Source: an optimization exercise on an open RTL-to-GDS flow (aim: small area and few clock cycles per item). Production flows keep margins and buffers that such runs may drop.
Where RTL was checked, it was by simulation tests only, not by an equivalence proof against the original.

Setup of run a:
## cplx_alu_sched
module cplx_alu_sched
#(
  parameter int WIDTH      = cplx_pkg::CPLX_WIDTH,
  parameter int NREQ       = cplx_pkg::CPLX_NREQ,
  parameter int FIFO_DEPTH = cplx_pkg::CPLX_FIFO_DEPTH
) (
  input  logic                              clk,
  input  logic                              rst_n,
  input  logic [NREQ-1:0]                   req_valid,
  output logic [NREQ-1:0]                   req_ready,
  input  logic [NREQ-1:0]                   req_op,
  input  logic [NREQ-1:0][WIDTH-1:0]        req_a_re,
  input  logic [NREQ-1:0][WIDTH-1:0]        req_a_im,
  input  logic [NREQ-1:0][WIDTH-1:0]        req_b_re,
  input  logic [NREQ-1:0][WIDTH-1:0]        req_b_im,
  output logic                              rsp_valid,
  input  logic                              rsp_ready,
  output logic [$clog2(NREQ)-1:0]           rsp_id,
  output logic                              rsp_op,
  output logic signed [2*WIDTH:0]           rsp_re,
  output logic signed [2*WIDTH:0]           rsp_im,
  output logic                              busy
);
For scale: roughly 2800 cells after synthesis, about 110 flip-flops, about 340 I/O pins, ~0.022 mm2 of cells after synthesis.
==> flow/config.mk <==
export PLATFORM = sky130hd
export DESIGN_NAME = cplx_alu_sched
export DESIGN_NICKNAME = cplx_alu_sched
export VERILOG_FILES = /design/flow/design.v
export SDC_FILE = /design/flow/constraint.sdc
export NUM_CORES = 4
export LEC_CHECK = 0
export ABC_AREA = 1
export CAP_MARGIN = 20
export CORE_MARGIN = 2
export CORE_UTILIZATION = 60
export PLACE_DENSITY = 0.75
export SLEW_MARGIN = 20
==> flow/constraint.sdc <==
create_clock -name core_clock -period 10.0 [get_ports {clk}]
set_input_delay 2.0000 -clock core_clock [delete_from_list [all_inputs] [get_ports {clk}]]
set_output_delay 2.0000 -clock core_clock [all_outputs]
set_load 0.01 [all_outputs]
standard.sh (not shown) runs the stock make flow with config.mk's settings and CLKGATE_MAP_FILE= SYNTH_SCRIPT=/design/flow/synth_recipe.tcl, a recipe that flattens the netlist after the stock synthesis.
==> flow/flow/run.sh <==
#!/bin/bash
# The standard layout, with the port buffers that global placement inserts made
# sky130_fd_sc_hd__buf_1 instead of the tool's default pick; every port still gets one.
set -euo pipefail
export BUFFER_PORTS_ARGS="-buffer_cell sky130_fd_sc_hd__buf_1"
bash standard.sh finish > standard.log 2>&1
diff inputs: run a => run b
- CAP_MARGIN changed from 20 to 5
- CTS_BUF_LIST newly set to sky130_fd_sc_hd__clkbuf_4 sky130_fd_sc_hd__clkbuf_8
- SLEW_MARGIN changed from 20 to 5
[summary]
Lower transition time of the tightest slew-check pin was reported by run a, not run b.
Run b against run a: design area down 0.43%, worst setup slack went up 0.070 ns.
No run of this note included a check of the RTL's function; only the layout flow was run.

* * *

## main
Another version of the RTL of cplx_alu_sched (not shown whole).
Size in the first run: about 2,800 cells after synthesis, ~340 I/O pins.
==> flow/config.mk <==
export PLATFORM = sky130hd
export DESIGN_NAME = cplx_alu_sched
export DESIGN_NICKNAME = cplx_alu_sched
export VERILOG_FILES = /design/flow/design.v
export SDC_FILE = /design/flow/constraint.sdc
export NUM_CORES = 4
export LEC_CHECK = 0
export ABC_AREA = 1
export CAP_MARGIN = 5
export CORE_MARGIN = 2
export CORE_UTILIZATION = 60
export CTS_BUF_LIST = sky130_fd_sc_hd__clkbuf_4 sky130_fd_sc_hd__clkbuf_8
export PLACE_DENSITY = 0.75
export SLEW_MARGIN = 5
==> flow/constraint.sdc <==
create_clock -name core_clock -period 10.0 [get_ports {clk}]
set_input_delay 2.0000 -clock core_clock [delete_from_list [all_inputs] [get_ports {clk}]]
set_output_delay 2.0000 -clock core_clock [all_outputs]
set_load 0.01 [all_outputs]
Scripts as last shown in full above: flow/flow/run.sh
Testbench counts of main, summed over its fixed seeds: cycles 3,828, items 3,200.
Input changes introduced in the feature branch (baseline for comparison: main):
Settings: CAP_MARGIN now 20, was 5; SLEW_MARGIN now 20, was 5; CTS_BUF_LIST no longer set, was sky130_fd_sc_hd__clkbuf_4 sky130_fd_sc_hd__clkbuf_8.
--- outcome ---
The feature branch finished every stage and its layout cleared the timing, design-rule and antenna checks. Per the comparison of the feature branch with main, core utilization rose by 0.27 points; final cell count stayed essentially flat; total wirelength of the detailed-routed design stayed essentially flat. Clock edge transition at the registers on the reported setup and hold paths in the feature branch is 0.04 ns lower than in main. From main to the feature branch the numbers moved as follows: setup slack decreased 0.028 ns, final cell area excluding filler cells increased about 0.4%. On via count, the feature branch and main are basically level.

static timing again, ports no longer ideal:
No port has a modelled driver above. Below, the same layouts with a new extraction and two added sets of constraints.
Step 1 sets driving cells, clkbuf_16 on the clock port and buf_2 on the other inputs (assumed; they add their load-dependent delay and slew).
Step 2 also shifts input and output timing later by t, the mid clock arrival at the registers, as if the neighbouring blocks saw the same clock.
a / b / c = ideal ports / drivers / drivers and shift; a / b = the first two.
run	shift t [ns]	slack for setup (ns)	clock arrival spread, ns	worst register clock-pin slew, ns	pins driven straight from the clock port
run a	0.400	0.806 / 0.825 / 0.425	0.008 / 0.008	0.07 / 0.07	1
run b	0.414	0.876 / 0.888 / 0.474	0.010 / 0.010	0.10 / 0.10	1
main	0.410	0.631 / 0.619 / 0.208	0.014 / 0.015	0.12 / 0.12	1
the feature branch	0.391	0.603 / 0.599 / 0.208	0.014 / 0.014	0.08 / 0.08	1
After both steps every run listed still meets setup and hold. The setup slack of main, which loses most, moves by -0.012 ns with the drivers and by -0.423 ns with both steps.
